This design comes from an exercise in tuning for small area on the open sky130 flow, not from production work.
In this exercise RTL edits were held to simulation tests only and were not proved equivalent to the original.
Power is estimated from default activity; no workload was simulated.

==> flow/design.v (excerpt) <==
module ambient_light_backlight_controller #(
   parameter int WINDOW_SIZE = 5,
   parameter int LUX_BITS    = 16
) (
   input  logic       clock,
   input  logic       reset,
   input  logic        req_valid,
   output logic        req_ready,
   input  logic        req_kind,
   input  logic [15:0] req_lux_sample,
   input  logic        req_auto_mode,
   input  logic        req_slider_valid,
   input  logic [7:0]  req_slider_level,
   output logic        rsp_valid,
   input  logic        rsp_ready,
   output logic [9:0]  rsp_backlight_level,
   output logic        rsp_level_written,
   output logic [9:0]  rsp_target_level,
   output logic [15:0] rsp_filtered_lux,
   input  logic       csr_wr_en,
   input  logic [2:0] csr_index,
   input  logic [9:0] csr_wr_data
);
clock: 10.0 ns
lec_check: 0
abc_area: 1
cap_margin: 20
core_margin: 2
core_utilization: 62
slew_margin: 20
standard.sh (not shown) runs the stock make flow with config.mk's settings and CLKGATE_MAP_FILE= SYNTH_SCRIPT=/design/flow/synth_recipe.tcl, a recipe that flattens the netlist after the stock synthesis.
==> flow/flow/run.sh <==
#!/bin/bash
# The standard layout (standard.sh with synth_recipe.tcl, both unchanged),
# with three changes:
#  - ABC maps the logic for area with flow/abc_area.script (used by ORFS when
#    ABC_AREA=1) in place of ORFS's own; the registers come from dfflibmap,
#    which runs before ABC, so they are the standard synthesis's;
#  - the port buffers use the smallest buffer cell;
#  - clock tree synthesis uses clkbuf_4 leaf clusters of up to 12 sinks
#    within 45 um, without dummy loads.
# ORFS writes each step's log under orfs/logs; make's output goes to standard.log.
set -e
here=$(pwd)
rm -rf "$here/orfs_scripts"
cp -r "$FLOW_HOME/scripts" "$here/orfs_scripts"
cp "$here/flow/abc_area.script" "$here/orfs_scripts/abc_area.script"
export SCRIPTS_DIR="$here/orfs_scripts"
export BUFFER_PORTS_ARGS="-buffer_cell sky130_fd_sc_hd__buf_1"
export CTS_ARGS="-sink_clustering_enable -repair_clock_nets -dont_use_dummy_load -buf_list sky130_fd_sc_hd__clkbuf_4 -sink_clustering_size 12 -sink_clustering_max_diameter 45"
bash standard.sh > standard.log 2>&1
==> flow/flow/abc_area.script <==
strash
balance -l
resub -K 6 -l
rewrite -l
resub -K 6 -N 2 -l
refactor -l
resub -K 8 -l
balance -l
resub -K 8 -N 2 -l
rewrite -l
resub -K 10 -l
rewrite -z -l
resub -K 10 -N 2 -l
balance -l
resub -K 12 -l
refactor -z -l
resub -K 12 -N 2 -l
rewrite -z -l
balance -l
dch -f
amap -m -F 4 -A 4
topo
stime -c
Change:
--- a/flow/flow/run.sh
+++ b/flow/flow/run.sh
@@ -8,2 +8,2 @@
-#  - clock tree synthesis uses clkbuf_4 leaf clusters of up to 12 sinks
-#    within 45 um, without dummy loads.
+#  - clock tree synthesis uses clkbuf_4 leaf clusters of up to 8 sinks
+#    within 50 um, without dummy loads.
@@ -18 +18 @@
-export CTS_ARGS="-sink_clustering_enable -repair_clock_nets -dont_use_dummy_load -buf_list sky130_fd_sc_hd__clkbuf_4 -sink_clustering_size 12 -sink_clustering_max_diameter 45"
+export CTS_ARGS="-sink_clustering_enable -repair_clock_nets -dont_use_dummy_load -buf_list sky130_fd_sc_hd__clkbuf_4 -sink_clustering_size 8 -sink_clustering_max_diameter 50"
--- a/flow/config.mk
+++ b/flow/config.mk
@@ -11 +11 @@
-export CORE_UTILIZATION = 62
+export CORE_UTILIZATION = 55
What happened: The new run passed the timing, DRC and antenna checks; global-route usage goes down by 2.9 points; clock-buffer cell count goes up by 7; register-to-register slack gets better by 0.35 ns; fmax goes up by 4.4%; cell area goes up by 0.86%; synthesized area is unchanged; core utilization goes down by 7.2 points; via count goes down by 1.1%.


== run a ==
ambient_light_backlight_controller, a different RTL version from the one above (not shown whole).
Size in the first run: roughly 1200 cells after synthesis, about 290 flip-flops, ~84 I/O pins, ~12000 sq um of cells after synthesis.
clock: 10.0 ns
lec_check: 0
abc_area: 1
cap_margin: 20
core_margin: 2
core_utilization: 50
slew_margin: 20
==> flow/flow/run.sh <==
#!/bin/bash
# The standard layout (standard.sh with synth_recipe.tcl, both unchanged),
# with three changes:
#  - ABC maps the logic for area with flow/abc_area.script (used by ORFS when
#    ABC_AREA=1) in place of ORFS's own; the registers come from dfflibmap,
#    which runs before ABC, so they are the standard synthesis's;
#  - the port buffers use the smallest buffer cell;
#  - clock tree synthesis uses clkbuf_4 leaf clusters of up to 8 sinks
#    within 50 um, without dummy loads.
# ORFS writes each step's log under orfs/logs; make's output goes to standard.log.
set -e
here=$(pwd)
rm -rf "$here/orfs_scripts"
cp -r "$FLOW_HOME/scripts" "$here/orfs_scripts"
cp "$here/flow/abc_area.script" "$here/orfs_scripts/abc_area.script"
export SCRIPTS_DIR="$here/orfs_scripts"
export BUFFER_PORTS_ARGS="-buffer_cell sky130_fd_sc_hd__buf_1"
export CTS_ARGS="-sink_clustering_enable -repair_clock_nets -dont_use_dummy_load -buf_list sky130_fd_sc_hd__clkbuf_4 -sink_clustering_size 8 -sink_clustering_max_diameter 50"
bash standard.sh > standard.log 2>&1
Scripts as last shown in full above: flow/flow/abc_area.script
Run a closes out successfully: all stages finished, all timing, DRC and antenna checks passed.
What run b does differently from run a at the input level:
-- flow/config.mk --
<<< run a, line 10
export CORE_MARGIN = 2
export CORE_UTILIZATION = 50
export SLEW_MARGIN = 20
>>> run b, line 10
export CORE_MARGIN = 2
export CORE_UTILIZATION = 62
export SLEW_MARGIN = 20
[summary]
Run b reached the final stage; the timing, DRC and antenna checks on its layout passed. Run a → run b: part of the total power dissipated in combinational logic saw little to no change; non-clock buffer count climbed 1; worst setup slack before clock tree synthesis moved down; internal power contribution neither gained nor lost much; growth of design area from synthesis to finish went down by 0.93 points. Summary — die extent in x, run b relative to run a: lower, by 9.9%. Run b ends up with a worst-case clock skew that is 0.017 ns higher than in run a. Summary of the comparison: number of rows in the core area is lower in run b, relative to run a. Worst-case setup margin in the final layout ends up higher on run a. Run b gives less total routed wirelength than run a did.


Setup of run F:
Another version of the RTL of ambient_light_backlight_controller (not shown whole).
For scale: about 280 flip-flops, about 84 I/O pins, ~0.011 mm² of cells after synthesis.
==> flow/config.mk <==
export PLATFORM = sky130hd
export DESIGN_NAME = ambient_light_backlight_controller
export DESIGN_NICKNAME = ambient_light_backlight_controller
export VERILOG_FILES = /design/flow/design.v
export SDC_FILE = /design/flow/constraint.sdc
export NUM_CORES = 4
export LEC_CHECK = 0
export ABC_AREA = 1
export CAP_MARGIN = 20
export CORE_MARGIN = 2
export CORE_UTILIZATION = 55
export SLEW_MARGIN = 20
==> flow/constraint.sdc <==
create_clock -name core_clock -period 10.0 [get_ports {clock}]
set_input_delay 2.0000 -clock core_clock [delete_from_list [all_inputs] [get_ports {clock}]]
set_output_delay 2.0000 -clock core_clock [all_outputs]
set_load 0.01 [all_outputs]
==> flow/flow/run.sh <==
#!/bin/bash
# The standard layout (standard.sh with synth_recipe.tcl, both unchanged),
# with three changes:
#  - ABC maps the logic for area with flow/abc_area.script (used by ORFS when
#    ABC_AREA=1) in place of ORFS's own; the registers come from dfflibmap,
#    which runs before ABC, so they are the standard synthesis's;
#  - the port buffers use the smallest buffer cell;
#  - clock tree synthesis uses clkbuf_4 leaf clusters of up to 6 sinks
#    within 40 um, without dummy loads.
# ORFS writes each step's log under orfs/logs; make's output goes to standard.log.
set -e
here=$(pwd)
rm -rf "$here/orfs_scripts"
cp -r "$FLOW_HOME/scripts" "$here/orfs_scripts"
cp "$here/flow/abc_area.script" "$here/orfs_scripts/abc_area.script"
export SCRIPTS_DIR="$here/orfs_scripts"
export BUFFER_PORTS_ARGS="-buffer_cell sky130_fd_sc_hd__buf_1"
export CTS_ARGS="-sink_clustering_enable -repair_clock_nets -dont_use_dummy_load -buf_list sky130_fd_sc_hd__clkbuf_4 -sink_clustering_size 6 -sink_clustering_max_diameter 40"
bash standard.sh > standard.log 2>&1
Scripts as last shown in full above: flow/flow/abc_area.script
Run F finished every step from synthesis to the final layout, and the layout passed the timing, DRC and antenna checks.
diff inputs: run F => run A
==> flow/flow/run.sh <==
#!/bin/bash
# The standard layout (standard.sh with synth_recipe.tcl, both unchanged),
# with three changes:
#  - ABC maps the logic for area with flow/abc_area.script (used by ORFS when
#    ABC_AREA=1) in place of ORFS's own; the registers come from dfflibmap,
#    which runs before ABC, so they are the standard synthesis's;
#  - the port buffers use the smallest buffer cell;
#  - clock tree synthesis uses clkbuf_4 leaf clusters of up to 8 sinks
#    within 50 um, without dummy loads.
# ORFS writes each step's log under orfs/logs; make's output goes to standard.log.
set -e
here=$(pwd)
rm -rf "$here/orfs_scripts"
cp -r "$FLOW_HOME/scripts" "$here/orfs_scripts"
cp "$here/flow/abc_area.script" "$here/orfs_scripts/abc_area.script"
export SCRIPTS_DIR="$here/orfs_scripts"
export BUFFER_PORTS_ARGS="-buffer_cell sky130_fd_sc_hd__buf_1"
export CTS_ARGS="-sink_clustering_enable -repair_clock_nets -dont_use_dummy_load -buf_list sky130_fd_sc_hd__clkbuf_4 -sink_clustering_size 8 -sink_clustering_max_diameter 50"
bash standard.sh > standard.log 2>&1
Notes after the runs:
Run A reached the final stage; the timing, DRC and antenna checks on its layout passed.
The higher post-route fraction of the period consumed by the critical path came out of run A.
Run A ends up with a pin slew with the least headroom to its limit that is 0.019 ns higher than in run F.
Run A and run F ended up with nearly the same largest incremental delay on the critical path.
Looking at clock period minus final worst setup slack, run A sits above run F.
As far as clock skew is concerned, run F and run A perform about the same.
Relative to run F, run A improves first-iteration DRC count.

[port drivers added, routing unchanged]
No port has a modelled driver above. Below, the same layouts with a new extraction and two added sets of constraints.
Step 1: set_driving_cell puts a clkbuf_16 on clock and a buf_2 on each other input, an assumption about the parent block.
Step 2 adds t to the input delays and takes it off the output delays; t is the mean of the earliest and latest rising clock arrival at the registers after step 1. Input paths then give back, and output paths get back, about the clock's delay inside the block.
Slacks: no drivers / after step 1 / after step 2; pairs: no drivers / after step 1.
| run | t, ns | setup slack, ns | worst register clock-pin slew, ns | worst slew at a driven data input, ns | cell pins on the clock port's net |
|---|---|---|---|---|---|
| the first run of note 1 | 0.657 | 2.572 / 2.590 / 1.933 | 0.12 / 0.12 | 0.04 | 1 |
| the second run of note 1 | 0.669 | 2.885 / 2.904 / 2.235 | 0.10 / 0.10 | 0.04 | 1 |
| run a of note 2 | 0.684 | 2.636 / 2.654 / 1.970 | 0.10 / 0.10 | 0.04 | 1 |
| run b of note 2 | 0.683 | 2.595 / 2.617 / 1.934 | 0.10 / 0.10 | 0.03 | 1 |
| run F of note 3 | 0.682 | 2.687 / 2.686 / 2.004 | 0.08 / 0.08 | 0.04 | 1 |
| run A of note 3 | 0.658 | 2.663 / 2.662 / 2.004 | 0.12 / 0.12 | 0.04 | 1 |
After both steps setup and hold are still met in every run listed. For run F of note 3, which loses most, drivers alone change the setup slack by -0.001 ns; drivers and shift together by -0.683 ns.
